This is an optimization exercise on Yosys and OpenROAD, whose aim is small area, a short achievable clock period and few clock cycles, not a production implementation. Where RTL was checked, it was by simulation tests only, not by an equivalence proof against the original. No functional check of the RTL was part of runs 3 to 6.

==> design/flow/design.v <==
package sad_pkg;
  localparam int PixelWidth = 8;
  localparam int SadWidth   = 17;   
  localparam int SumWidth   = 12;   
  localparam int SAddrWidth = 10;   
  localparam int RAddrWidth = 8;
  typedef logic [PixelWidth-1:0] pixel_t;
  typedef logic [SadWidth-1:0] sad_t;
  typedef logic [SumWidth-1:0] sum_t;
  typedef logic [SAddrWidth-1:0] saddr_t;
  typedef logic [RAddrWidth-1:0] raddr_t;
endpackage
`timescale 1ns/1ns
module sad_scan_decode #(
  parameter int SImgSize = 19,
  parameter int RImgSize = 4
) (
  input  logic   clk_i,
  input  logic   rst_ni,
  input  logic   start_i,
  input  logic   finish_i,
  output logic   busy_o,
  output sad_pkg::saddr_t smem_raddr_o,
  output sad_pkg::raddr_t ref_raddr_o,
  output logic   ref_load_o,    
  output logic   accept_o,      
  output logic   cand_vld_o,    
  output logic   cand_last_o    
);
  localparam int PixNum = SImgSize * SImgSize;
  localparam int RefNum = RImgSize * RImgSize;
  localparam int AddrW  = $clog2(PixNum);
  localparam int RefW   = $clog2(RefNum);
  localparam int PosW   = $clog2(SImgSize);
  logic             active;   
  logic [AddrW-1:0] addr;
  logic [RefW-1:0]  raddr;
  logic [PosW-1:0]  col;      
  logic [PosW-1:0]  row;
  logic             col_ge;   
  logic             row_ge;   
  logic             col_last;
  logic             row_last;
  logic             accept;
  logic             issue;    
  assign accept   = start_i && !busy_o;
  assign issue    = accept || active;
  assign col_last = col == PosW'(SImgSize - 1);
  assign row_last = row == PosW'(SImgSize - 1);
  assign accept_o = accept && rst_ni;
  assign smem_raddr_o = sad_pkg::SAddrWidth'(addr);
  assign ref_raddr_o  = sad_pkg::RAddrWidth'(raddr);
  always_ff @(posedge clk_i) begin
    if (!rst_ni) begin
      busy_o      <= 1'b0;
      active      <= 1'b0;
      addr        <= '0;
      raddr       <= '0;
      col         <= '0;
      row         <= '0;
      col_ge      <= 1'b0;
      row_ge      <= 1'b0;
      ref_load_o  <= 1'b0;
      cand_vld_o  <= 1'b0;
      cand_last_o <= 1'b0;
    end else begin
      if (accept) begin
        busy_o <= 1'b1;
      end else if (finish_i) begin
        busy_o <= 1'b0;
      end
      ref_load_o  <= accept || (raddr != '0);
      cand_vld_o  <= issue && col_ge && row_ge;
      cand_last_o <= issue && col_last && row_last;
      if (accept || (raddr != '0)) begin
        raddr <= raddr + 1'b1;
      end
      if (issue) begin
        if (col_last && row_last) begin
          active <= 1'b0;
          addr   <= '0;
          col    <= '0;
          row    <= '0;
          col_ge <= 1'b0;
          row_ge <= 1'b0;
        end else begin
          active <= 1'b1;
          addr   <= addr + 1'b1;
          if (col_last) begin
            col    <= '0;
            col_ge <= 1'b0;
            row    <= row + 1'b1;
            if (row == PosW'(RImgSize - 2)) row_ge <= 1'b1;
          end else begin
            col <= col + 1'b1;
            if (col == PosW'(RImgSize - 2)) col_ge <= 1'b1;
          end
        end
      end
    end
  end
endmodule
`timescale 1ns/1ns
module sad_pe_array #(
  parameter int SImgSize = 19,
  parameter int RImgSize = 4
) (
  input  logic   clk_i,
  input  logic   accept_i,
  input  logic   ref_load_i,
  input  sad_pkg::pixel_t search_pix_i,
  input  sad_pkg::pixel_t ref_pix_i,
  output sad_pkg::sum_t   sum_o
);
  localparam int RefNum  = RImgSize * RImgSize;
  localparam int LineLen = (RImgSize - 1) * SImgSize;
  localparam int SumW    = sad_pkg::SumWidth;
  localparam int ColW    = 10;   
  localparam sad_pkg::sum_t Offset = SumW'(-RefNum * 510);
  typedef logic [ColW-1:0] col_t;
  sad_pkg::pixel_t nref_q  [RefNum];      
  sad_pkg::sum_t   ref_sum_q;             
  sad_pkg::pixel_t npix_q;                
  sad_pkg::pixel_t nline_q [LineLen];     
  sad_pkg::pixel_t ncol    [RImgSize];    
  sad_pkg::pixel_t npre    [RImgSize];    
  logic            gt_q    [RImgSize][RImgSize];   
  col_t            min_s   [RImgSize];
  col_t            min_c   [RImgSize];
  col_t            min_s_q [RImgSize];
  col_t            min_c_q [RImgSize];
  col_t            pix_sum;
  col_t            pix_sum_q;
  sad_pkg::sum_t   h_q     [RImgSize-1];
  function automatic sad_pkg::pixel_t nref_px(input int x, input int y);
    nref_px = nref_q[RefNum-1 - (RImgSize*y + x)];
  endfunction
  function automatic logic greater(input sad_pkg::pixel_t a, input sad_pkg::pixel_t nb);
    logic c;
    c = 1'b0;
    for (int i = 0; i < sad_pkg::PixelWidth; i++) c = (a[i] & nb[i]) | ((a[i] | nb[i]) & c);
    greater = c;
  endfunction
  function automatic logic [2*ColW-1:0] csa(input col_t a, input col_t b, input col_t c);
    csa = {((a & b) | (a & c) | (b & c)) << 1, a ^ b ^ c};
  endfunction
  always_ff @(posedge clk_i) begin
    if (ref_load_i) begin
      nref_q[0] <= ~ref_pix_i;
      for (int k = 1; k < RefNum; k++) nref_q[k] <= nref_q[k-1];
    end
  end
  always_ff @(posedge clk_i) begin
    if (accept_i) begin
      ref_sum_q <= Offset;
    end else if (ref_load_i) begin
      ref_sum_q <= ref_sum_q + SumW'(ref_pix_i);
    end
  end
  always_ff @(posedge clk_i) begin
    npix_q     <= ~search_pix_i;
    nline_q[0] <= npix_q;
    for (int k = 1; k < LineLen; k++) nline_q[k] <= nline_q[k-1];
  end
  always_comb begin
    for (int y = 0; y < RImgSize; y++) begin
      if (y == RImgSize - 1) begin
        ncol[y] = npix_q;
        npre[y] = ~search_pix_i;
      end else begin
        ncol[y] = nline_q[(RImgSize - 1 - y) * SImgSize - 1];
        npre[y] = nline_q[(RImgSize - 1 - y) * SImgSize - 2];
      end
    end
  end
  always_ff @(posedge clk_i) begin
    for (int y = 0; y < RImgSize; y++) begin
      for (int x = 0; x < RImgSize; x++) begin
        gt_q[y][x] <= greater(~npre[y], nref_px(x, y));
      end
    end
  end
  always_comb begin
    col_t m [RImgSize];
    col_t s1, c1;
    for (int x = 0; x < RImgSize; x++) begin
      for (int y = 0; y < RImgSize; y++) begin
        m[y] = ColW'(gt_q[y][x] ? nref_px(x, y) : ncol[y]);
      end
      {c1, s1} = csa(m[0], m[1], m[2]);
      {min_c[x], min_s[x]} = csa(s1, c1, m[3]);
    end
  end
  always_comb begin
    pix_sum = '0;
    for (int y = 0; y < RImgSize; y++) pix_sum = pix_sum + ColW'(~ncol[y]);
  end
  always_ff @(posedge clk_i) begin
    for (int x = 0; x < RImgSize; x++) begin
      min_s_q[x] <= min_s[x];
      min_c_q[x] <= min_c[x];
    end
    pix_sum_q <= pix_sum;
  end
  always_ff @(posedge clk_i) begin
    h_q[0] <= ref_sum_q + SumW'(pix_sum_q) + {min_s_q[0], 1'b0} + {min_c_q[0], 1'b0};
    for (int x = 1; x < RImgSize - 1; x++) begin
      h_q[x] <= h_q[x-1] + SumW'(pix_sum_q) + {min_s_q[x], 1'b0} + {min_c_q[x], 1'b0};
    end
    sum_o <= h_q[RImgSize-2] + SumW'(pix_sum_q) +
             {min_s_q[RImgSize-1], 1'b0} + {min_c_q[RImgSize-1], 1'b0};
  end
endmodule
`timescale 1ns/1ns
module sad_min_select #(
  parameter int SImgSize = 19,
  parameter int RImgSize = 4,
  parameter int Latency  = 4    
) (
  input  logic   clk_i,
  input  logic   rst_ni,
  input  logic   accept_i,
  input  logic   cand_vld_i,    
  input  logic   cand_last_i,
  input  sad_pkg::sum_t   sum_i,  
  output logic   finish_o,
  output sad_pkg::sad_t   min_sad_o,
  output sad_pkg::saddr_t min_addr_o
);
  localparam int Offset = (RImgSize - 1) * (SImgSize + 1);   
  localparam int CandW  = 9;
  logic [Latency-2:0] vld_q;
  logic [Latency-2:0] last_q;
  sad_pkg::sum_t      best_sad;
  logic [CandW-1:0]   best_addr;
  logic [CandW-1:0]   cand_addr;   
  assign min_sad_o  = sad_pkg::SadWidth'(best_sad);
  assign min_addr_o = sad_pkg::SAddrWidth'(best_addr);
  always_ff @(posedge clk_i) begin
    if (!rst_ni) begin
      vld_q    <= '0;
      last_q   <= '0;
      finish_o <= 1'b0;
    end else begin
      vld_q    <= {vld_q[Latency-3:0], cand_vld_i};
      last_q   <= {last_q[Latency-3:0], cand_last_i};
      finish_o <= last_q[Latency-2];
    end
  end
  always_ff @(posedge clk_i) begin
    if (accept_i) begin
      best_sad  <= '1;   
      cand_addr <= CandW'(1 - Latency - Offset);
    end else begin
      cand_addr <= cand_addr + 1'b1;
      if (vld_q[Latency-2] && (sum_i < best_sad)) begin
        best_sad  <= sum_i;
        best_addr <= cand_addr;
      end
    end
  end
endmodule
`timescale 1ns/1ns
module motion_search_top #(
  parameter int SImgSize = 19,
  parameter int RImgSize = 4,
  parameter int PeNum    = 16
) (
  input  logic   clk_i,
  input  logic   rst_ni,
  input  logic   start_i,
  input  sad_pkg::pixel_t smem_rdata_i,
  input  sad_pkg::pixel_t ref_rdata_i,
  output sad_pkg::saddr_t smem_raddr_o,
  output sad_pkg::raddr_t ref_raddr_o,
  output logic   busy_o,
  output logic   finish_o,
  output sad_pkg::sad_t   min_sad_o,
  output sad_pkg::saddr_t min_addr_o
);
  logic          ref_load;
  logic          accept;
  logic          cand_vld;
  logic          cand_last;
  sad_pkg::sum_t sum;
  sad_scan_decode #(
    .SImgSize(SImgSize),
    .RImgSize(RImgSize)
  ) i_decode (
    .clk_i       (clk_i),
    .rst_ni      (rst_ni),
    .start_i     (start_i),
    .finish_i    (finish_o),
    .busy_o      (busy_o),
    .smem_raddr_o(smem_raddr_o),
    .ref_raddr_o (ref_raddr_o),
    .ref_load_o  (ref_load),
    .accept_o    (accept),
    .cand_vld_o  (cand_vld),
    .cand_last_o (cand_last)
  );
  sad_pe_array #(
    .SImgSize(SImgSize),
    .RImgSize(RImgSize)
  ) i_execute (
    .clk_i       (clk_i),
    .accept_i    (accept),
    .ref_load_i  (ref_load),
    .search_pix_i(smem_rdata_i),
    .ref_pix_i   (ref_rdata_i),
    .sum_o       (sum)
  );
  sad_min_select #(
    .SImgSize(SImgSize),
    .RImgSize(RImgSize),
    .Latency (4)
  ) i_result (
    .clk_i      (clk_i),
    .rst_ni     (rst_ni),
    .accept_i   (accept),
    .cand_vld_i (cand_vld),
    .cand_last_i(cand_last),
    .sum_i      (sum),
    .finish_o   (finish_o),
    .min_sad_o  (min_sad_o),
    .min_addr_o (min_addr_o)
  );
endmodule
==> design/flow/flow/run.sh <==
#!/bin/bash
set -euo pipefail
MARGIN=$(cat flow/margin.txt)
echo "export SETUP_SLACK_MARGIN = $MARGIN" >> config.mk
bash standard.sh > standard.log 2>&1
==> design/flow/flow/margin.txt <==
7.0
==> design/flow/standard.sh <==
#!/bin/bash
# synth_recipe.tcl (not shown) runs the flow's synth.tcl, then flattens the netlist and writes it again
# the make line also repeats each setting of config.mk as NAME=value (left out here)
make -C /OpenROAD-flow-scripts/flow DESIGN_CONFIG=/design/flow/config.mk WORK_HOME=/design/flow/orfs CLKGATE_MAP_FILE= SYNTH_SCRIPT=/design/flow/synth_recipe.tcl "${@:-finish}"
==> design/flow/config.mk <==
export PLATFORM = sky130hd
export DESIGN_NAME = motion_search_top
export DESIGN_NICKNAME = motion_search_top
export VERILOG_FILES = /design/flow/design.v
export SDC_FILE = /design/flow/constraint.sdc
export NUM_CORES = 4
export LEC_CHECK = 0
export ABC_AREA = 1
export CAP_MARGIN = 20
export CORE_MARGIN = 2
export CORE_UTILIZATION = 70
export CTS_CLUSTER_DIAMETER = 50
export CTS_CLUSTER_SIZE = 36
export SLEW_MARGIN = 20
export SETUP_SLACK_MARGIN = 7.0
==> design/flow/constraint.sdc <==
create_clock -name core_clock -period 10.0 [get_ports {clk_i}]
set_input_delay 2.0000 -clock core_clock [delete_from_list [all_inputs] [get_ports {clk_i}]]
set_output_delay 2.0000 -clock core_clock [all_outputs]
set_load 0.01 [all_outputs]
==> metrics.cfg, run 1 <==
[worst_setup_path]
startpoint_type = flip-flop
crit_family = flip-flops
r2r-start = i_execute.nline_q[37][1]
crit_chain = buf_2
r2r_end = i_execute.pix_sum_q[7]
reg2regPathDepth = 14
cpMaxStageDelayCell = edfxtp_1
crit_required_ns = 8.00
critPathKind = flip-flop to output pin
worstPathArrival_ns = 1.13
slowest_delay_ns = 0.37
crit_buf_inv = 1
cp_max_fo = 1
r2r_slack_ns = 7.05
crit_path_end_kind = output pin

[yosys]
yosys.cell_types.count = 51
ys.flop_type = dfxtp_1
syn_avg_cell_area_um2 = 11.1
synth.yosys.seq_area_share_pct = 61.4
synthesis.area_mm2 = 0.0287
synth_cells = 2582
async_flop_share_pct = 0
yosys.area.top_type = dfxtp_1
synth_edf_count = 137
netlist_top_cells_area = dfxtp_1 (47%), edfxtp_1 (14%), fa_1 (10%), inv_1 (6.2%), nand2_1 (5.1%)
yosys_register_bits = 813
yosysTopAreaCellShare_pct = 47.1
yosys_warnings = 14

[layout]
n_antenna_cell = 0
utilization_pct = 79.3
num-fill-cells = 2494
fin_cells = 3272
layout.nets = 2955
seqCellArea_mm2 = 0.0177
drive_gt1_share_pct = 10.1
final_cell_area_mm2 = 0.0322
syn_to_final_growth_pct = 12.2
multi_input_area_mm2 = 0.00930

[sta]
worstMarginPinSlew_ns = 0.816
period_minus_slack_ns = 3.13
setup_viol_count_final = 0
rsz0062_at_grt = true
drv_slew = 0
fmax_ghz = 0.319
tns_ns = 0
finClkSkew_ns = 0.0371
min_period_over_period_pct = 31.3
relSlewSlack_pct = 45.0
hold_viol = 0

[cts]
numCtsBuffers = 50
holdBufCountCts = 0
htreeDepth = 2
clock_path_buffers = 3
path_clk_slew_ns = 0.09
clock_latency_ns = 0.63
cts_tree = done
cts.sinks = 813
cts-root-buf = clkbuf_16

[detailed_routing]
dr.pass1.iters = 6
drt_iter0_markers = 1827
vias_per_cell = 5.37
final_antenna_net_count = 0
vias = 17600
drc = 0
routed_wl_um = 60800
wl_per_cell_um = 18.6

[placement]
portBuffers = 54
dp_cells = 3136
gp_congestion = 0.981
dp_hpwl_um = 43400
place_area_mm2 = 0.0298

[floorplan]
placeableCoreArea_mm2 = 0.0406
row_count = 74
boundaryPins = 66
start_util_pct = 70.7
die_y_um = 207
die_area_mm2 = 0.0427
die_x_um = 207

[worst_hold_path]
hold_path.class = flip-flop to flip-flop
hold_end = i_execute.nline_q[42][1]
worstHoldPathCells = 0
min-delay-start = i_execute.nline_q[41][1]

[global_route]
overflow = 0
grt_util_all_layers_pct = 29.1
grt_pass1_wl_um = 92900
first_global_vias = 17300
grt_max_degree = 81
antenna_found_initial = 2

[run]
cap_violations = 0

[run_status]
status = timing/DRC/antenna clean

sequential cells by signal, summed over array words and instances (netlist names), 3 cells and up:
register and cells:
i_decode.addr 9, i_result.vld_q 3, i_result.best_addr 9, i_execute.pix_sum_q 10, i_execute.min_c_q 32, i_decode.row 5, i_result.cand_addr 9, i_execute.gt_q 16
i_result.last_q 3, i_result.best_sad 12, i_decode.raddr 4, i_execute.sum_o 12, i_execute.nline_q 456, i_execute.nref_q 128, i_execute.npix_q 8, i_execute.ref_sum_q 12
i_execute.min_s_q 36, i_execute.h_q 36, i_decode.col 5
worst max-delay path by stage:
| stage | slack, ns | end | start | depth (start not counted) |
|---|---|---|---|---|
| floorplan | 6.85 | i_execute.ref_sum_q[10] | ref_rdata_i[0] | 9 |
| global placement | 5.71 | i_execute.ref_sum_q[6] | rst_ni | 7 |
| detailed placement | 5.60 | i_execute.ref_sum_q[6] | rst_ni | 7 |
| CTS | 6.84 | min_addr_o[7] | i_result.best_addr[7] | 1 |
| global route | 6.82 | min_addr_o[7] | i_result.best_addr[7] | 1 |
| finish | 6.87 | min_addr_o[7] | i_result.best_addr[7] | 1 |
cells in the final DEF (no fill, tap or decap), types with 5 or more instances in the layout:
cell / netlist / final
dfxtp_1: 676 / 640
clkinv_16: 0 / 5
ha_4: 0 / 8
a21o_1: 5 / 5
o211ai_1: 10 / 10
dlymetal6s2s_1: 0 / 6
conb_1: 1 / 11
inv_2: 3 / 9
clkinv_8: 0 / 6
o21bai_1: 9 / 9
inv_1: 472 / 464
nand2_1: 394 / 389
or2_2: 8 / 7
o21ai_0: 160 / 158
buf_2: 4 / 9
nand4_1: 17 / 17
ha_1: 88 / 78
clkbuf_16: 0 / 54
inv_8: 0 / 7
nand2_2: 2 / 7
a21oi_1: 94 / 91
nand3_1: 79 / 78
dfxtp_4: 0 / 8
buf_6: 2 / 27
xnor2_1: 8 / 7
nor2_1: 88 / 86
nor3_1: 14 / 13
clkdlybuf4s50_1: 0 / 6
o21ai_1: 4 / 5
buf_4: 12 / 43
fa_1: 149 / 146
clkinvlp_4: 0 / 5
xor2_1: 47 / 47
dfxtp_2: 0 / 28
edfxtp_1: 137 / 137
inv_6: 0 / 6
o22ai_1: 32 / 32
layout make-up:
class,instances,area share [%]
Sequential cell,813,55.0
Multi-Input combinational cell,1261,28.9
Inverter,475,5.55
Clock buffer,55,4.21
Timing Repair Buffer,98,2.73
Tap cell,532,2.07
Clock inverter,38,1.62
layer usage:
| metal | routed length, um | global-route usage, % | up-vias |
|---|---|---|---|
| met5 | 8 | 0 | - |
| met4 | 2170 | 10.3 | 2 |
| met3 | 4530 | 5.13 | 144 |
| met2 | 28700 | 47.0 | 709 |
| met1 | 25500 | 40.0 | 8403 |
| li1 | - | - | 8323 |
synthesized netlist by cell type (all sizes together), types with 2 or more instances:
| master | instances |
|---|---|
| dfxtp | 676 |
| inv | 475 |
| nand2 | 397 |
| o21ai | 165 |
| fa | 149 |
| edfxtp | 137 |
| a21oi | 95 |
| nor2 | 94 |
| ha | 88 |
| nand3 | 80 |
| xor2 | 47 |
| o22ai | 32 |
| clkbuf | 25 |
| buf | 18 |
| nand4 | 18 |
| nor3 | 16 |
| o211ai | 10 |
| or2 | 10 |
| o21bai | 9 |
| xnor2 | 8 |
| a21o | 5 |
| a31oi | 5 |
| o22a | 4 |
| a22oi | 2 |
| a31o | 2 |
| nand3b | 2 |
| nor4 | 2 |
| o21a | 2 |
| o311ai | 2 |
through the flow:
step | setup slack [ns] | hold slack [ns]
floorplan | 6.85 | 0.310
global placement | 5.71 | 0.309
detailed placement | 5.60 | 0.312
CTS | 6.84 | 0.305
global route | 6.82 | 0.321
finish | 6.87 | 0.312
repair_timing:
item / 4_1_cts / 5_1_grt
pin swaps: 5 / 17
endpoints found under the setup margin: 88 / 68
resized for setup: 224 / 37
buffers inserted: 30 / 12
endpoints found under the hold margin: 0 / 0
cells by family (layout without fill, tap and decap cells):
| kind of cell | count (synthesis) | in the layout | synth area share, % |
|---|---|---|---|
| DFF | 813 | 813 | 61.4 |
| other | 1 | 11 | 0.0131 |
| and+or+nand+nor | 621 | 621 | 9.19 |
| xor gates and xnor gates | 55 | 55 | 1.68 |
| adders and majority gates | 237 | 237 | 14.2 |
| buffers and inverters | 518 | 666 | 7.00 |
| AOI/OAI and AO/OA | 337 | 337 | 6.46 |
Testbench counts, summed over its fixed seeds: cycles 23,416.
==> inputs of run 2 (changes only) <==
--- a/design/flow/config.mk
+++ b/design/flow/config.mk
@@ -9,7 +9,7 @@
 export CAP_MARGIN = 20
 export CORE_MARGIN = 2
 export CORE_UTILIZATION = 70
-export CTS_CLUSTER_DIAMETER = 50
-export CTS_CLUSTER_SIZE = 36
+export CTS_CLUSTER_DIAMETER = 60
+export CTS_CLUSTER_SIZE = 30
 export SLEW_MARGIN = 20
 export SETUP_SLACK_MARGIN = 7.0
==> metrics.cfg, run 2 <==
[detailed_routing]
vias = 17400
routed_wl_um = 60000
dr.pass1.iters = 6
drt_iter0_markers = 1852
vias_per_cell = 5.37
drc = 0
wl_per_cell_um = 18.5
final_antenna_net_count = 0

[yosys]
synth_top_family_by_area = adder cells
synth_fa_ha_area_share_pct = 14.2
yosys_register_bits = 813
async_flop_share_pct = 0
yosysTopAreaCellShare_pct = 47.1
synth_common_cells = dfxtp_1 (676), inv_1 (472), nand2_1 (394), o21ai_0 (160), fa_1 (149)
synth_edf_count = 137
synth-xor-area-share_pct = 1.68
syn_avg_cell_area_um2 = 11.1
yosys.area_share.simple_pct = 9.19
netlist_top_cells_area = dfxtp_1 (47%), edfxtp_1 (14%), fa_1 (10%), inv_1 (6.2%), nand2_1 (5.1%)
ys.flop_type = dfxtp_1
synthesis.area_mm2 = 0.0287
yosys.cell_types.count = 51
synthMuxAreaShare_pct = 0
yosys.area.top_type = dfxtp_1
synth.yosys.seq_area_share_pct = 61.4
yosys_warnings = 14
yosys.cell_count.top_type = dfxtp_1
synth-compound-area-share_pct = 6.46
synth_cells = 2582

[layout]
layout.nets = 2943
syn_to_final_growth_pct = 10.5
largest_register_ffs = 456
multi_input_area_mm2 = 0.00927
n_antenna_cell = 0
num-fill-cells = 2565
largest_registers = i_execute.nline_q: 456 flops, i_execute.nref_q: 128 flops
layout_commonest_cell = dfxtp_1
seqCellArea_mm2 = 0.0177
drive_gt1_share_pct = 8.73
layout_common_cells = dfxtp_1 (639), inv_1 (468), nand2_1 (390), o21ai_0 (157), fa_1 (146)
top_register = i_execute.nline_q

[floorplan]
die_y_um = 207
start_util_pct = 70.7
row_count = 74
boundaryPins = 66
die_x_um = 207
die_area_mm2 = 0.0427
placeableCoreArea_mm2 = 0.0406

[worst_setup_path]
startpoint_type = flip-flop
crit_buf_inv = 1
worstPathArrival_ns = 1.12
crit_chain = buf_2
critPathKind = flip-flop to output pin
r2r_slack_ns = 7.07
crit_required_ns = 8.00
cp_max_fo = 1
slowest_delay_ns = 0.37
crit_path_end_kind = output pin
crit_family = flip-flops
cpMaxStageDelayCell = edfxtp_1

[sta]
min_period_over_period_pct = 31.2
setup_viol_count_final = 0
postLayoutSetupSlackWorst_ns = 6.88
hold_viol = 0
worstMarginPinSlew_ns = 1.16
finClkSkew_ns = 0.0231
period_minus_slack_ns = 3.12
rsz0062_at_grt = true
fmax_ghz = 0.321
hold_slack_ns = 0.327
relSlewSlack_pct = 22.4
tns_ns = 0
drv_slew = 0

[placement]
dp_hpwl_um = 43400
place_ws_ns = 5.60
portBuffers = 54
gp_congestion = 0.981

[global_route]
first_global_vias = 17100
grt_pass1_wl_um = 91600
antenna_found_initial = 1
grt_max_degree = 81
overflow = 0
grt_util_all_layers_pct = 28.7

[run_status]
status = timing/DRC/antenna clean

[cts]
cts-root-buf = clkbuf_16
cts_tree = done
path_clk_slew_ns = 0.10
htreeDepth = 2
numCtsBuffers = 42
cts.sinks = 813
clock_latency_ns = 0.61
clock_path_buffers = 3

[worst_hold_path]
hold_path.class = flip-flop to flip-flop

[run]
cap_violations = 0

==> run 2: cell counts after synthesis <==
Identical to the previous run, type by type.
==> run 2: final timing paths <==
kind	from	to	cells after the start
setup reg to reg	i_execute.nline_q[18][1]	i_execute.pix_sum_q[7]	14
hold reg to reg	i_execute.nline_q[38][1]	i_execute.nline_q[39][1]	0
hold / removal	i_execute.nline_q[38][1]	i_execute.nline_q[39][1]	0
setup / recovery	i_result.best_addr[7]	min_addr_o[7]	1
==> run 2: stage by stage <==
| stage | instance area [um2] | cells | util [%] |
|---|---|---|---|
| 6_report | 31700 | 3248 | 78.1 |
| 2_1_floorplan | 28900 | 2592 | - |
| 4_1_cts | 31600 | 3238 | 77.7 |
| 3_5_place_dp | 29800 | 3136 | 73.4 |
| 5_1_grt | 31700 | 3248 | 78.1 |
| 3_3_place_gp | 29800 | 3136 | 73.4 |
==> run 2: layout make-up <==
class | count | area share [%]
Sequential cell | 813 | 55.8
Multi-Input combinational cell | 1261 | 29.2
Clock buffer | 51 | 3.49
Clock inverter | 22 | 1.11
Inverter | 475 | 5.64
Timing Repair Buffer | 94 | 2.61
Tap cell | 532 | 2.10
==> run 2: timing repair <==
item / in CTS / in global routing
resized for setup: 227 / 25
pin swaps: 5 / 8
buffers inserted: 29 / 10
setup endpoints to repair: 87 / 67
hold buffers: 0 / 0
==> run 2: cell families (layout without fill, tap and decap cells) <==
kind of cell	Yosys count	in the layout
flops	813	813
simple gates	621	621
buf+inv	518	642
compound gates	337	337
fa+ha+maj	237	237
xor+xnor	55	55
other cells	1	11
==> run 2: metal layers <==
metal  track usage, %  vias up  wire [um]
met2             46.1      673      28300
met4             10.4        2       2180
met1             39.8     8348      25100
met3             4.63      139       4460
met5                0        -          8
li1                 -     8279          -
==> inputs of run 3 (changes only) <==
--- a/design/flow/design.v
+++ b/design/flow/design.v
@@ -13,7 +13,8 @@
 `timescale 1ns/1ns
 module sad_scan_decode #(
   parameter int SImgSize = 19,
-  parameter int RImgSize = 4
+  parameter int RImgSize = 4,
+  parameter int Tail     = 4
 ) (
   input  logic   clk_i,
   input  logic   rst_ni,
@@ -33,6 +34,7 @@
   localparam int RefW   = $clog2(RefNum);
   localparam int PosW   = $clog2(SImgSize);
   logic             active;   
+  logic             past;     
   logic [AddrW-1:0] addr;
   logic [RefW-1:0]  raddr;
   logic [PosW-1:0]  col;      
@@ -43,10 +45,12 @@
   logic             row_last;
   logic             accept;
   logic             issue;    
+  logic             addr_end;
   assign accept   = start_i && !busy_o;
   assign issue    = accept || active;
   assign col_last = col == PosW'(SImgSize - 1);
   assign row_last = row == PosW'(SImgSize - 1);
+  assign addr_end = addr == AddrW'(PixNum - 1 + Tail);
   assign accept_o = accept && rst_ni;
   assign smem_raddr_o = sad_pkg::SAddrWidth'(addr);
   assign ref_raddr_o  = sad_pkg::RAddrWidth'(raddr);
@@ -54,6 +58,7 @@
     if (!rst_ni) begin
       busy_o      <= 1'b0;
       active      <= 1'b0;
+      past        <= 1'b0;
       addr        <= '0;
       raddr       <= '0;
       col         <= '0;
@@ -70,14 +75,15 @@
         busy_o <= 1'b0;
       end
       ref_load_o  <= accept || (raddr != '0);
-      cand_vld_o  <= issue && col_ge && row_ge;
+      cand_vld_o  <= issue && col_ge && row_ge && !past;
       cand_last_o <= issue && col_last && row_last;
       if (accept || (raddr != '0)) begin
         raddr <= raddr + 1'b1;
       end
       if (issue) begin
-        if (col_last && row_last) begin
+        if (addr_end) begin
           active <= 1'b0;
+          past   <= 1'b0;
           addr   <= '0;
           col    <= '0;
           row    <= '0;
@@ -86,6 +92,7 @@
         end else begin
           active <= 1'b1;
           addr   <= addr + 1'b1;
+          if (col_last && row_last) past <= 1'b1;
           if (col_last) begin
             col    <= '0;
             col_ge <= 1'b0;
@@ -223,6 +230,7 @@
   input  logic   cand_vld_i,    
   input  logic   cand_last_i,
   input  sad_pkg::sum_t   sum_i,  
+  input  sad_pkg::saddr_t raddr_i,  
   output logic   finish_o,
   output sad_pkg::sad_t   min_sad_o,
   output sad_pkg::saddr_t min_addr_o
@@ -233,7 +241,6 @@
   logic [Latency-2:0] last_q;
   sad_pkg::sum_t      best_sad;
   logic [CandW-1:0]   best_addr;
-  logic [CandW-1:0]   cand_addr;   
   assign min_sad_o  = sad_pkg::SadWidth'(best_sad);
   assign min_addr_o = sad_pkg::SAddrWidth'(best_addr);
   always_ff @(posedge clk_i) begin
@@ -250,13 +257,9 @@
   always_ff @(posedge clk_i) begin
     if (accept_i) begin
       best_sad  <= '1;   
-      cand_addr <= CandW'(1 - Latency - Offset);
-    end else begin
-      cand_addr <= cand_addr + 1'b1;
-      if (vld_q[Latency-2] && (sum_i < best_sad)) begin
-        best_sad  <= sum_i;
-        best_addr <= cand_addr;
-      end
+    end else if (vld_q[Latency-2] && (sum_i < best_sad)) begin
+      best_sad  <= sum_i;
+      best_addr <= CandW'(raddr_i - sad_pkg::SAddrWidth'(Latency + Offset));
     end
   end
 endmodule
@@ -285,7 +288,8 @@
   sad_pkg::sum_t sum;
   sad_scan_decode #(
     .SImgSize(SImgSize),
-    .RImgSize(RImgSize)
+    .RImgSize(RImgSize),
+    .Tail    (4)
   ) i_decode (
     .clk_i       (clk_i),
     .rst_ni      (rst_ni),
@@ -321,6 +325,7 @@
     .cand_vld_i (cand_vld),
     .cand_last_i(cand_last),
     .sum_i      (sum),
+    .raddr_i    (smem_raddr_o),
     .finish_o   (finish_o),
     .min_sad_o  (min_sad_o),
     .min_addr_o (min_addr_o)
==> metrics.cfg, run 3 <==
[run_status]
status = timing/DRC/antenna clean

[cts]
path_clk_slew_ns = 0.11
htreeDepth = 2
cts_tree = done
cts-root-buf = clkbuf_16
clock_latency_ns = 0.61
holdBufCountCts = 0
numCtsBuffers = 41
cts.sinks = 805
clock_path_buffers = 3

[detailed_routing]
final_antenna_net_count = 0
wl_per_cell_um = 18.7
routed_wl_um = 61000
drt_iter0_markers = 1820
vias = 17500
drc = 0
vias_per_cell = 5.38
dr.pass1.iters = 5

[floorplan]
die_y_um = 206
placeableCoreArea_mm2 = 0.0400
die_area_mm2 = 0.0424
die_x_um = 206
row_count = 73
boundaryPins = 66
start_util_pct = 71.3

[worst_setup_path]
crit_path_end_kind = output pin
cp_max_fo = 1
crit_family = flip-flops
cpMaxStageDelayCell = edfxtp_1
worstPathArrival_ns = 1.14
r2r_slack_ns = 7.13
r2r-start = i_execute.h_q[1][2]
critPathKind = flip-flop to output pin
crit_required_ns = 8.00
startpoint_type = flip-flop
crit_buf_inv = 1
cp-startpoint = i_result.best_addr[4]
slowest_delay_ns = 0.40
crit_chain = buf_2

[sta]
hold_viol = 0
worstMarginPinSlew_ns = 1.12
relSlewSlack_pct = 25.4
fmax_ghz = 0.318
tns_ns = 0
rsz0062_at_grt = true
drv_slew = 0
period_minus_slack_ns = 3.14
min_period_over_period_pct = 31.4
finClkSkew_ns = 0.0257
setup_viol_count_final = 0

[yosys]
netlist_top_cells_area = dfxtp_1 (47%), edfxtp_1 (14%), fa_1 (10%), inv_1 (6.4%), nand2_1 (5.3%)
yosys.cell_types.count = 37
yosys_register_bits = 805
synth.yosys.seq_area_share_pct = 61.3
synth_edf_count = 137
ys.flop_type = dfxtp_1
async_flop_share_pct = 0
yosys.cell_count.top_type = dfxtp_1
yosysTopAreaCellShare_pct = 46.9
synth_common_cells = dfxtp_1 (668), inv_1 (489), nand2_1 (405), o21ai_0 (181), fa_1 (149)
yosys_warnings = 14
yosys.area.top_type = dfxtp_1
synthesis.area_mm2 = 0.0285
syn_avg_cell_area_um2 = 11.0
synth_cells = 2595

[layout]
n_antenna_cell = 0
syn_to_final_growth_pct = 10.6
layout_common_cells = dfxtp_1 (634), inv_1 (481), nand2_1 (400), o21ai_0 (175), fa_1 (147)
largest_register_ffs = 456
layout_commonest_cell = dfxtp_1
top_register = i_execute.nline_q
layout.nets = 2965
drive_gt1_share_pct = 8.34
largest_registers = i_execute.nline_q: 456 flops, i_execute.nref_q: 128 flops
final_cell_area_mm2 = 0.0315

[worst_hold_path]
min-delay-start = i_execute.nline_q[28][7]
hold_path.class = flip-flop to flip-flop

[global_route]
grt_util_all_layers_pct = 29.6
antenna_found_initial = 0
grt_max_degree = 79
first_global_vias = 17100
grt_pass1_wl_um = 93400
overflow = 0

[placement]
place_area_mm2 = 0.0296
portBuffers = 54
gp_congestion = 0.996
dp_hpwl_um = 44700

[run]
cap_violations = 0

-- run 3: changes by cell type after synthesis, sizes merged, moves of 11 or more --
cell   previous run  this run
nor2             94       105
o21ai           165       182
nor3             16         5
nand3            80        67
inv             475       490
-- run 3: metrics by stage --
step | setup slack, ns | hold WS [ns] | std cells | utilization [%]
global route | 6.80 | 0.331 | 3259 | 78.9
detailed placement | 5.34 | 0.312 | 3144 | 74.1
finish | 6.86 | 0.327 | 3259 | 78.9
global placement | 5.47 | 0.310 | 3144 | 74.1
CTS | 6.84 | 0.329 | 3246 | 78.4
floorplan | 6.85 | 0.310 | 2605 | -
-- run 3: kinds of logic after synthesis --
family / synth area share [%]
fa+ha+maj: 14.5
buf+inv: 7.17
simple gates: 8.89
other cells: 0.0132
flops: 61.3
compound gates: 6.49
xor+xnor: 1.66
-- run 3: cell type report --
type / instances / area, um2
Clock buffer: 48 / 1070
Clock inverter: 23 / 322
Fill cell: 2433 / 8460
Inverter: 490 / 1850
Multi-Input combinational cell: 1268 / 9200
Sequential cell: 805 / 17600
Tap cell: 525 / 657
Timing Repair Buffer: 99 / 878
Timing Repair inverter: 1 / 7.51
-- run 3: final timing paths --
path,end,cells past startpoint
max,min_addr_o[4],1
min,i_execute.nline_q[29][7],0
max reg2reg,i_execute.h_q[2][8],11
min reg2reg,i_execute.nline_q[29][7],0
-- run 3: repair_timing --
item                                    in CTS  in global routing
resized for setup                          235                 25
cloned                                       1                  0
endpoints found under the setup margin      96                 74
pin swaps                                    8                  6
hold endpoints to repair                     0                  0
buffers inserted                            30                 13
-- run 3: layer usage --
layer	routed length, um	share of wire (%)	vias to the layer above	track usage, %
met5	0	0	-	0
met4	1600	2.6	0	8.04
met3	4540	7.4	98	4.43
met2	29500	48	711	49.5
met1	25300	42	8414	40.7
li1	-	-	8313	-
==> inputs of run 4 (changes only) <==
--- a/design/flow/config.mk
+++ b/design/flow/config.mk
@@ -8,7 +8,7 @@
 export ABC_AREA = 1
 export CAP_MARGIN = 20
 export CORE_MARGIN = 2
-export CORE_UTILIZATION = 70
+export CORE_UTILIZATION = 76
 export CTS_CLUSTER_DIAMETER = 60
 export CTS_CLUSTER_SIZE = 30
 export SLEW_MARGIN = 20
==> metrics.cfg, run 4 <==
[run_status]
status = timing/DRC/antenna clean

[worst_hold_path]
worstHoldPathCells = 0
hold_path.class = flip-flop to flip-flop
min-delay-start = i_execute.nline_q[42][0]

[worst_setup_path]
critPathKind = flip-flop to output pin
crit_family = flip-flops
crit_path_end_kind = output pin
r2r-start = i_execute.pix_sum_q[1]
reg2regPathDepth = 9
crit_chain = buf_2
worstPathArrival_ns = 1.18
cp-startpoint = i_result.best_addr[2]
cpMaxStageDelayCell = edfxtp_1
cp_max_fo = 1
path_depth = 1
crit_required_ns = 8.00
slowest_delay_ns = 0.41
crit_buf_inv = 1
startpoint_type = flip-flop

[floorplan]
placeableCoreArea_mm2 = 0.0368
die_area_mm2 = 0.0391
row_count = 70
die_y_um = 198
start_util_pct = 77.5
boundaryPins = 66
die_x_um = 198

[global_route]
overflow = 0
antenna_found_initial = 3
grt_max_degree = 75
grt_util_all_layers_pct = 38.9
grt_pass1_wl_um = 111000
first_global_vias = 19400

[yosys]
synth_fa_ha_area_share_pct = 14.5
synth_cells = 2595
synth-compound-area-share_pct = 6.49
synthMuxAreaShare_pct = 0
yosys.area_share.simple_pct = 8.89
synth_top_family_by_area = adder cells
synth.yosys.seq_area_share_pct = 61.3
ys.flop_type = dfxtp_1
synth-xor-area-share_pct = 1.66
yosys_register_bits = 805
yosys_warnings = 14
synth_edf_count = 137
yosys.area.top_type = dfxtp_1
syn_avg_cell_area_um2 = 11.0
synthesis.area_mm2 = 0.0285
yosys.cell_count.top_type = dfxtp_1
async_flop_share_pct = 0
synth_common_cells = dfxtp_1 (668), inv_1 (489), nand2_1 (405), o21ai_0 (181), fa_1 (149)
yosysTopAreaCellShare_pct = 46.9
netlist_top_cells_area = dfxtp_1 (47%), edfxtp_1 (14%), fa_1 (10%), inv_1 (6.4%), nand2_1 (5.3%)
yosys.cell_types.count = 37

[sta]
hold_viol = 0
finClkSkew_ns = 0.0362
min_period_over_period_pct = 31.8
hold_slack_ns = 0.313
tns_ns = 0
relSlewSlack_pct = 32.4
rsz0062_at_grt = true
drv_slew = 0
fmax_ghz = 0.314
worstMarginPinSlew_ns = 1.00
period_minus_slack_ns = 3.18
setup_viol_count_final = 0

[layout]
largest_registers = i_execute.nline_q: 456 flops, i_execute.nref_q: 128 flops
fin_cells = 3223
drive_gt1_share_pct = 9.12
syn_to_final_growth_pct = 11.2
largest_register_ffs = 456
layout_commonest_cell = dfxtp_1
layout.nets = 2981
top_register = i_execute.nline_q
layout_common_cells = dfxtp_1 (634), inv_1 (479), nand2_1 (397), o21ai_0 (173), fa_1 (148)

[cts]
clock_path_buffers = 3
cts.sinks = 805
cts-root-buf = clkbuf_16
clock_latency_ns = 0.62
holdBufCountCts = 0
path_clk_slew_ns = 0.11
numCtsBuffers = 42
htreeDepth = 2
cts_tree = done

[placement]
gp_congestion = 0.989
dp_cells = 3087
portBuffers = 54
dp_hpwl_um = 47500

[detailed_routing]
wl_per_cell_um = 23.9
vias = 19600
final_antenna_net_count = 0
drc = 0
drt_iter0_markers = 2682
dr.pass1.iters = 7
routed_wl_um = 77100
vias_per_cell = 6.07

[run]
cap_violations = 0

run 4: path summary, 6_finish.rpt:
| path | to | slack [ns] |
|---|---|---|
| worst min-delay path | i_execute.nline_q[43][0] | 0.31 |
| worst min register to register | i_execute.nline_q[43][0] | 0.31 |
| worst max register to register | i_execute.sum_o[10] | 6.93 |
| worst max-delay path | min_addr_o[2] | 6.82 |
run 4: stage by stage:
step	utilization, %	setup WS (ns)	area [um2]
after floorplan	-	6.85	28600
after global placement	80.4	5.50	29600
after detailed placement	80.4	5.35	29600
after CTS	85.5	6.84	31500
after global routing	86.2	6.81	31700
final	86.2	6.82	31700
run 4: cell type report:
class,count,area [um2]
antenna,3,7.51
timing repair buffer,114,971
tap,468,586
inverter,490,1860
fill,1599,5070
sequential,805,17600
clock inverter,22,388
timing repair inverter,1,7.51
multi-input combinational,1268,9210
clock buffer,52,1120
run 4: kinds of logic (layout without fill, tap and decap cells):
| kind of cell | count (synthesis) | in the layout |
|---|---|---|
| buf+inv | 532 | 679 |
| xor+xnor | 54 | 54 |
| simple gates | 618 | 618 |
| other cells | 1 | 14 |
| fa+ha+maj | 240 | 240 |
| flops | 805 | 805 |
| compound gates | 345 | 345 |
run 4: per-layer routing:
layer,wire (um),up-vias,global-route usage [%]
met2,36500,1534,63.4
met5,10,-,0
li1,-,8345,-
met1,26800,9231,48.0
met4,5690,2,23.3
met3,8150,455,8.48
run 4: timing repair:
action                     CTS  global route
pin swaps                    4            10
resized for setup          240            32
cloned                       1             0
buffers inserted            36            22
setup endpoints to repair   97            90
run 4: worst register-to-register path: stages, from the launching register on:
cell and delay, ns:
dfxtp_2 0.40, fa_1 0.45, fa_1 0.55, ha_2 0.31, inv_1 0.12, fa_1 0.48, o21ai_2 0.20, nand4_1 0.12
o211ai_1 0.14, xor2_1 0.21
==> inputs of run 5 (changes only) <==
==> design/flow/flow/margin.txt (replaced) <==
7.2
--- a/design/flow/config.mk
+++ b/design/flow/config.mk
@@ -8,8 +8,8 @@
 export ABC_AREA = 1
 export CAP_MARGIN = 20
 export CORE_MARGIN = 2
-export CORE_UTILIZATION = 76
+export CORE_UTILIZATION = 70
 export CTS_CLUSTER_DIAMETER = 60
 export CTS_CLUSTER_SIZE = 30
 export SLEW_MARGIN = 20
-export SETUP_SLACK_MARGIN = 7.0
+export SETUP_SLACK_MARGIN = 7.2
==> metrics.cfg, run 5 <==
[run_status]
status = timing/DRC/antenna clean

[detailed_routing]
routed_wl_um = 62900
routed-wl-met3_um = 5240
drc = 0
wl_per_cell_um = 19.2
dr_wl_met2_um = 30500
wl_met1_um = 24300
vias_per_cell = 5.46
vias = 17900
dr.pass1.iters = 6
final_antenna_net_count = 0
drt_iter0_markers = 1565
top_layer = met4

[yosys]
synthesis.area_mm2 = 0.0285
syn_avg_cell_area_um2 = 11.0
ys.flop_type = dfxtp_1
yosys.cell_types.count = 37
netlist_top_cells_area = dfxtp_1 (47%), edfxtp_1 (14%), fa_1 (10%), inv_1 (6.4%), nand2_1 (5.3%)
yosys.area.top_type = dfxtp_1
synth_common_cells = dfxtp_1 (668), inv_1 (489), nand2_1 (405), o21ai_0 (181), fa_1 (149)
synth.yosys.seq_area_share_pct = 61.3
synth_edf_count = 137
yosys.cell_count.top_type = dfxtp_1
async_flop_share_pct = 0
yosys_register_bits = 805
synth_cells = 2595
yosysTopAreaCellShare_pct = 46.9
yosys_warnings = 14

[sta]
hold_viol = 0
period_minus_slack_ns = 3.13
worstMarginPinSlew_ns = 1.08
relSlewSlack_pct = 28.1
min_period_over_period_pct = 31.3
finClkSkew_ns = 0.0275
tns_ns = 0
rsz0062_at_grt = true
drv_slew = 0
fmax_ghz = 0.320
setup_viol_count_final = 0

[worst_setup_path]
crit_required_ns = 8.00
cpMaxStageDelayCell = edfxtp_1
crit_path_end_kind = output pin
startpoint_type = flip-flop
crit_chain = buf_2
worstPathArrival_ns = 1.13
r2r-start = i_execute.nline_q[37][1]
reg2regPathDepth = 10
critPathKind = flip-flop to output pin
crit_buf_inv = 1
crit_family = flip-flops
r2r_end = i_execute.pix_sum_q[7]
cp_max_fo = 1
slowest_delay_ns = 0.38
r2r_slack_ns = 7.21

[layout]
syn_to_final_growth_pct = 11.8
layout.nets = 2976
largest_registers = i_execute.nline_q: 456 flops, i_execute.nref_q: 128 flops
n_antenna_cell = 0
largest_register_ffs = 456
final_cell_area_mm2 = 0.0319
drive_gt1_share_pct = 10.4
layout_commonest_cell = dfxtp_1
top_register = i_execute.nline_q
layout_common_cells = dfxtp_1 (629), inv_1 (475), nand2_1 (394), o21ai_0 (170), fa_1 (142)

[cts]
clock_path_buffers = 3
cts-root-buf = clkbuf_16
clock_latency_ns = 0.61
path_clk_slew_ns = 0.10
cts.sinks = 805
htreeDepth = 2
cts_tree = done
numCtsBuffers = 42

[worst_hold_path]
min-delay-start = i_execute.nline_q[13][0]
hold_end = i_execute.nline_q[14][0]
hold_path.class = flip-flop to flip-flop
worstHoldPathCells = 0

[placement]
gp_congestion = 0.981
portBuffers = 54
place_area_mm2 = 0.0297
dp_hpwl_um = 45300

[floorplan]
boundaryPins = 66
die_x_um = 206
die_y_um = 206
start_util_pct = 71.3
placeableCoreArea_mm2 = 0.0400
die_area_mm2 = 0.0424
row_count = 73

[run]
cap_violations = 0

[global_route]
first_global_vias = 17800
grt_util_all_layers_pct = 30.1
grt_pass1_wl_um = 95200
antenna_found_initial = 0
grt_max_degree = 77
overflow = 0

## run 5: area by class of cell
cell class | count | area, um2
sequential | 805 | 17600
multi-input combinational | 1268 | 9360
fill | 2448 | 8120
inverter | 490 | 1860
clock buffer | 52 | 1130
timing repair buffer | 109 | 930
tap | 525 | 657
clock inverter | 23 | 360
timing repair inverter | 1 | 7.51
## run 5: through the flow
step / setup WS [ns] / utilization [%] / hold slack (ns) / std cells
global placement: 5.51 / 74.2 / 0.309 / 3143
finish: 6.87 / 79.7 / 0.327 / 3273
global route: 6.83 / 79.7 / 0.317 / 3273
detailed placement: 5.45 / 74.2 / 0.312 / 3143
floorplan: 6.85 / - / 0.310 / 2605
CTS: 6.84 / 78.9 / 0.317 / 3250
## run 5: worst max path at each step
stage | from | end | slack [ns] | cells past startpoint
6_report | i_result.best_addr[1] | min_addr_o[1] | 6.87 | 1
5_1_grt | i_result.best_addr[6] | min_addr_o[6] | 6.83 | 1
4_1_cts | i_result.best_addr[6] | min_addr_o[6] | 6.84 | 1
3_5_place_dp | rst_ni | i_execute.ref_sum_q[5] | 5.45 | 6
3_3_place_gp | rst_ni | i_execute.ref_sum_q[5] | 5.51 | 6
2_1_floorplan | ref_rdata_i[0] | i_execute.ref_sum_q[10] | 6.85 | 10
## run 5: worst reg2reg max path, cell delays in order (launching register included)
cell and delay [ns]:
dfxtp_4 0.40, inv_4 0.05, fa_1 0.50, fa_1 0.55, ha_2 0.20, inv_2 0.04, fa_2 0.37, o21ai_4 0.20
a21oi_2 0.08, o21bai_1 0.17, xor2_1 0.17
## run 5: cell families after synthesis
| family | Yosys count | synth area share, % |
|---|---|---|
| AND/OR/NAND/NOR | 618 | 8.89 |
| XOR/XNOR | 54 | 1.66 |
| buffers and inverters | 532 | 7.17 |
| adder cells (fa/ha/maj) | 240 | 14.5 |
| AO/OA/AOI/OAI | 345 | 6.49 |
| other | 1 | 0.0132 |
| flip-flops | 805 | 61.3 |
## run 5: per-layer routing
| metal | up-vias | global-route usage [%] |
|---|---|---|
| li1 | 8332 | - |
| met1 | 8617 | 38.5 |
| met2 | 769 | 50.1 |
| met3 | 156 | 6.16 |
| met4 | 0 | 13.0 |
| met5 | - | 0 |
## run 5: repair_timing
item	CTS	global route
resized for setup	275	60
setup endpoints to repair	107	85
cloned	1	0
pin swaps	14	37
hold buffers	0	0
setup buffers	31	23
==> inputs of run 6 (changes only) <==
==> design/flow/flow/margin.txt (replaced) <==
6.8
--- a/design/flow/config.mk
+++ b/design/flow/config.mk
@@ -12,4 +12,4 @@
 export CTS_CLUSTER_DIAMETER = 60
 export CTS_CLUSTER_SIZE = 30
 export SLEW_MARGIN = 20
-export SETUP_SLACK_MARGIN = 7.2
+export SETUP_SLACK_MARGIN = 6.8
==> metrics.cfg, run 6 <==
[sta]
worstMarginPinSlew_ns = 1.10
tns_ns = 0
drv_slew = 0
rsz0062_at_grt = true
min_period_over_period_pct = 32.0
fmax_ghz = 0.313
setup_viol_count_final = 0
relSlewSlack_pct = 26.9
hold_slack_ns = 0.302
period_minus_slack_ns = 3.20
hold_viol = 0
finClkSkew_ns = 0.0346

[cts]
cts.sinks = 805
holdBufCountCts = 0
numCtsBuffers = 41
cts-root-buf = clkbuf_16
htreeDepth = 2
cts_tree = done
path_clk_slew_ns = 0.11
clock_path_buffers = 3
clock_latency_ns = 0.61

[detailed_routing]
final_antenna_net_count = 0
drc = 0
drt_iter0_markers = 1721
wl_per_cell_um = 19.0
routed_wl_um = 61600
vias = 17500
dr.pass1.iters = 6
vias_per_cell = 5.41

[layout]
syn_to_final_growth_pct = 9.38
seqCellArea_mm2 = 0.0175
fin_cells = 3235
multi_input_area_mm2 = 0.00908
largest_registers = i_execute.nline_q: 456 flops, i_execute.nref_q: 128 flops
num-fill-cells = 2507
n_antenna_cell = 0
largest_register_ffs = 456
drive_gt1_share_pct = 6.42
utilization_pct = 78.0
layout_commonest_cell = dfxtp_1
top_register = i_execute.nline_q
layout_common_cells = dfxtp_1 (642), inv_1 (487), nand2_1 (403), o21ai_0 (176), fa_1 (148)
layout.nets = 2940

[worst_setup_path]
startpoint_type = flip-flop
cp_max_fo = 1
crit_buf_inv = 1
crit_path_end_kind = output pin
crit_family = flip-flops
crit_required_ns = 8.00
critPathKind = flip-flop to output pin
reg2regPathDepth = 11
slowest_delay_ns = 0.44
cpMaxStageDelayCell = edfxtp_1
path_depth = 1
worstPathArrival_ns = 1.20
crit_chain = buf_6

[global_route]
overflow = 0
grt_max_degree = 78
antenna_found_initial = 0
grt_util_all_layers_pct = 30.0
grt_pass1_wl_um = 94500
first_global_vias = 17500

[floorplan]
boundaryPins = 66
row_count = 73
start_util_pct = 71.3
die_area_mm2 = 0.0424
die_x_um = 206
die_y_um = 206
placeableCoreArea_mm2 = 0.0400

[run_status]
status = timing/DRC/antenna clean

[yosys]
synth_cells = 2595
ys.flop_type = dfxtp_1
syn_avg_cell_area_um2 = 11.0
yosys.cell_types.count = 37
synthesis.area_mm2 = 0.0285
yosys_register_bits = 805
async_flop_share_pct = 0
yosys_warnings = 14
netlist_top_cells_area = dfxtp_1 (47%), edfxtp_1 (14%), fa_1 (10%), inv_1 (6.4%), nand2_1 (5.3%)
synth_edf_count = 137
yosys.cell_count.top_type = dfxtp_1
yosysTopAreaCellShare_pct = 46.9
yosys.area.top_type = dfxtp_1
synth_common_cells = dfxtp_1 (668), inv_1 (489), nand2_1 (405), o21ai_0 (181), fa_1 (149)
synth.yosys.seq_area_share_pct = 61.3

[run]
cap_violations = 0

[placement]
dp_cells = 3144
dp_hpwl_um = 45100
portBuffers = 54
gp_congestion = 0.979

[worst_hold_path]
hold_path.class = flip-flop to flip-flop
worstHoldPathCells = 0

[run 6: cell type report]
cell class | instances | area share (%)
clock buffer | 51 | 3.47
clock inverter | 21 | 0.975
inverter | 490 | 5.92
multi-input combinational | 1268 | 29.1
sequential | 805 | 56.2
tap | 525 | 2.11
timing repair buffer | 75 | 2.17
[run 6: kinds of logic (layout without fill, tap and decap cells)]
logic type	count (synthesis)	after routing	share of synthesized area, %
flip-flops	805	805	61.3
AND/OR/NAND/NOR	618	618	8.89
buffers and inverters	532	637	7.17
AO/OA/AOI/OAI	345	345	6.49
adder cells (fa/ha/maj)	240	240	14.5
XOR/XNOR	54	54	1.66
other	1	11	0.0132
[run 6: timing repair]
action	in CTS	in global routing
pin swaps	4	3
buffers inserted	15	4
resized for setup	151	23
setup endpoints to repair	73	23
[run 6: layer usage]
metal  part of all wire [%]  wire length (um)  global-route usage, %
met1                     39             24200                   38.7
met2                     50             30500                   52.2
met3                    7.7              4730                   4.51
met4                    3.5              2130                   9.95
met5                      0                 0                      0
[run 6: stage by stage]
step | cell area (um2) | worst slack [ns]
2_1_floorplan | 28600 | 6.80
3_5_place_dp | 29600 | 5.68
6_report | 31200 | 6.80
3_3_place_gp | 29600 | 5.71
4_1_cts | 31100 | 6.78
5_1_grt | 31200 | 6.77
[run 6: path summary, 6_finish.rpt]
kind / from / end / slack (ns)
worst max-delay path: i_result.best_addr[8] / min_addr_o[8] / 6.80
worst min register to register: i_execute.nline_q[26][0] / i_execute.nline_q[27][0] / 0.30
worst min-delay path: i_execute.nline_q[26][0] / i_execute.nline_q[27][0] / 0.30
worst max register to register: i_execute.pix_sum_q[2] / i_execute.h_q[0][8] / 6.95
==> inputs of run 7 (changes only) <==
--- a/design/flow/design.v
+++ b/design/flow/design.v
@@ -127,6 +127,7 @@
   typedef logic [ColW-1:0] col_t;
   sad_pkg::pixel_t nref_q  [RefNum];      
   sad_pkg::sum_t   ref_sum_q;             
+  logic            ref_add_q;             
   sad_pkg::pixel_t npix_q;                
   sad_pkg::pixel_t nline_q [LineLen];     
   sad_pkg::pixel_t ncol    [RImgSize];    
@@ -158,10 +159,11 @@
     end
   end
   always_ff @(posedge clk_i) begin
+    ref_add_q <= ref_load_i;
     if (accept_i) begin
       ref_sum_q <= Offset;
-    end else if (ref_load_i) begin
-      ref_sum_q <= ref_sum_q + SumW'(ref_pix_i);
+    end else if (ref_add_q) begin
+      ref_sum_q <= ref_sum_q + SumW'(~nref_q[0]);
     end
   end
   always_ff @(posedge clk_i) begin
==> design/flow/flow/margin.txt (replaced) <==
7.0
--- a/design/flow/config.mk
+++ b/design/flow/config.mk
@@ -12,4 +12,4 @@
 export CTS_CLUSTER_DIAMETER = 60
 export CTS_CLUSTER_SIZE = 30
 export SLEW_MARGIN = 20
-export SETUP_SLACK_MARGIN = 6.8
+export SETUP_SLACK_MARGIN = 7.0
==> metrics.cfg, run 7 <==
[detailed_routing]
drt_iter0_markers = 1490
wl_per_cell_um = 18.9
drc = 0
final_antenna_net_count = 0
dr.pass1.iters = 5
vias_per_cell = 5.35
vias = 17400
routed_wl_um = 61500

[floorplan]
row_count = 73
die_y_um = 206
die_area_mm2 = 0.0423
die_x_um = 206
start_util_pct = 71.4
placeableCoreArea_mm2 = 0.0399
boundaryPins = 66

[worst_setup_path]
startpoint_type = flip-flop
worstPathArrival_ns = 1.13
crit_required_ns = 8.00
crit_path_end_kind = output pin
crit_buf_inv = 1
crit_chain = buf_6
critPathKind = flip-flop to output pin
slowest_delay_ns = 0.40
cpMaxStageDelayCell = edfxtp_1
crit_family = flip-flops
r2r_slack_ns = 7.16
cp_max_fo = 1

[cts]
path_clk_slew_ns = 0.11
htreeDepth = 2
numCtsBuffers = 43
cts-root-buf = clkbuf_16
clock_path_buffers = 3
cts.sinks = 806
cts_tree = done
clock_latency_ns = 0.61

[sta]
finClkSkew_ns = 0.0246
worstMarginPinSlew_ns = 0.972
drv_slew = 0
setup_viol_count_final = 0
hold_viol = 0
min_period_over_period_pct = 31.3
relSlewSlack_pct = 35.2
period_minus_slack_ns = 3.13
tns_ns = 0
fmax_ghz = 0.319
rsz0062_at_grt = true

[global_route]
overflow = 0
antenna_found_initial = 0
grt_max_degree = 71
grt_util_all_layers_pct = 29.8
grt_pass1_wl_um = 94200
first_global_vias = 17400

[layout]
layout.nets = 2957
final_cell_area_mm2 = 0.0316
syn_to_final_growth_pct = 10.8
largest_registers = i_execute.nline_q: 456 flops, i_execute.nref_q: 128 flops
drive_gt1_share_pct = 7.98
layout_common_cells = dfxtp_1 (637), inv_1 (490), nand2_1 (395), o21ai_0 (159), fa_1 (147)
layout_commonest_cell = dfxtp_1
top_register = i_execute.nline_q
largest_register_ffs = 456
num-fill-cells = 2411

[yosys]
async_flop_share_pct = 0
synth.yosys.seq_area_share_pct = 61.5
yosys.cell_count.top_type = dfxtp_1
ys.flop_type = dfxtp_1
synth_edf_count = 137
netlist_top_cells_area = dfxtp_1 (47%), edfxtp_1 (14%), fa_1 (10%), inv_1 (6.5%), nand2_1 (5.2%)
yosys.cell_types.count = 39
synthesis.area_mm2 = 0.0285
yosys.area.top_type = dfxtp_1
synth_common_cells = dfxtp_1 (669), inv_1 (495), nand2_1 (396), o21ai_0 (165), fa_1 (149)
yosys_warnings = 14
syn_avg_cell_area_um2 = 11.0
yosysTopAreaCellShare_pct = 47.0
yosys_register_bits = 806
synth_cells = 2580

[placement]
place_area_mm2 = 0.0295
gp_congestion = 0.956
dp_hpwl_um = 44600
portBuffers = 54

[worst_hold_path]
hold_path.class = flip-flop to flip-flop

[run_status]
status = timing/DRC/antenna clean

[run]
cap_violations = 0

-- run 7: cell types whose count changed after synthesis, sizes merged, moves of 4 or more --
cell / change
o21bai: -9
nand3: +6
nand2: -8
xor2: -4
xnor2: +4
o21ai: -16
inv: +6
nor2: -8
o211ai: +7
-- run 7: per-layer routing --
| metal | routed length [um] | vias up | share of wire, % | track usage, % |
|---|---|---|---|---|
| met1 | 26200 | 8402 | 43 | 41.2 |
| met4 | 1720 | 0 | 2.8 | 8.94 |
| met5 | 0 | - | 0 | 0 |
| met3 | 4390 | 107 | 7.1 | 4.88 |
| met2 | 29200 | 632 | 47 | 49.0 |
| li1 | - | 8282 | - | - |
-- run 7: cells by family after synthesis --
kind of cell               synth area share [%]
DFF                                        61.5
and+or+nand+nor                            8.67
buffers and inverters                      7.26
AOI/OAI and AO/OA                          6.47
adders and majority gates                  14.5
xor gates and xnor gates                   1.66
other                                    0.0132
-- run 7: final timing paths --
check | startpoint | to | cells after the start
worst max-delay path | i_result.best_addr[4] | min_addr_o[4] | 1
worst min register to register | i_execute.nline_q[13][2] | i_execute.nline_q[14][2] | 0
worst max register to register | i_execute.nline_q[18][3] | i_execute.pix_sum_q[6] | 11
worst min-delay path | i_execute.nline_q[13][2] | i_execute.nline_q[14][2] | 0
-- run 7: through the flow --
stage	hold slack (ns)	setup WS, ns	std cells	utilization (%)
2_1_floorplan	0.310	7.00	2590	-
3_3_place_gp	0.310	5.35	3130	74.0
3_5_place_dp	0.312	5.24	3130	74.0
4_1_cts	0.315	6.85	3246	78.7
5_1_grt	0.322	6.82	3257	79.1
6_report	0.310	6.87	3258	79.1
-- run 7: area by class of cell --
cell class | count | area (um2) | area share [%]
Sequential cell | 806 | 17600 | 55.6
Antenna cell | 1 | 2.50 | 0.00793
Timing Repair inverter | 1 | 7.51 | 0.0238
Timing Repair Buffer | 103 | 922 | 2.92
Inverter | 496 | 1880 | 5.94
Multi-Input combinational cell | 1247 | 9020 | 28.6
Clock inverter | 23 | 343 | 1.09
Tap cell | 525 | 657 | 2.08
Clock buffer | 56 | 1180 | 3.73
-- run 7: repair_timing --
item	in CTS	in global routing
hold buffers	0	0
cloned	1	0
resized for setup	222	27
buffers inserted	36	11
pin swaps	2	8
endpoints found under the setup margin	82	70
Testbench counts of run 7, summed over its fixed seeds: cycles 23,416.

re-timing with driven ports:
In the flow no input, the clock included, has a driving cell. The finished layouts below were timed again as built, in two steps. Step 1 assumes that a clkbuf_16 drives the clock port and a buf_2 every other input. Step 2, shift: input delay + t, output delay - t, t = (earliest + latest rising clock arrival at the registers) / 2. This alone moves slack from input paths to output paths. a / b / c = ideal / step 1 / step 2; a / b = the first two.
| run | t, ns | setup WS [ns] | worst setup path at the end | latest minus earliest clock arrival (ns) | cell pins on the clock port's net |
|---|---|---|---|---|---|
| run 1 | 0.665 | 6.869 / 6.813 / 6.395 | input to register | 0.039 / 0.039 | 1 |
| run 2 | 0.655 | 6.884 / 6.823 / 6.464 | input to register | 0.026 / 0.025 | 1 |
| run 3 | 0.650 | 6.857 / 6.802 / 6.414 | input to register | 0.026 / 0.026 | 1 |
| run 4 | 0.651 | 6.817 / 6.763 / 6.358 | input to register | 0.037 / 0.037 | 1 |
| run 5 | 0.649 | 6.870 / 6.815 / 6.601 | input to register | 0.029 / 0.029 | 1 |
| run 6 | 0.643 | 6.800 / 6.744 / 6.252 | input to register | 0.039 / 0.040 | 1 |
| run 7 | 0.653 | 6.869 / 6.812 / 6.348 | input to register | 0.030 / 0.030 | 1 |
After both steps setup and hold are still met in every run listed. The setup slack of run 6, which loses most, moves by -0.056 ns with the drivers and by -0.548 ns with both steps.
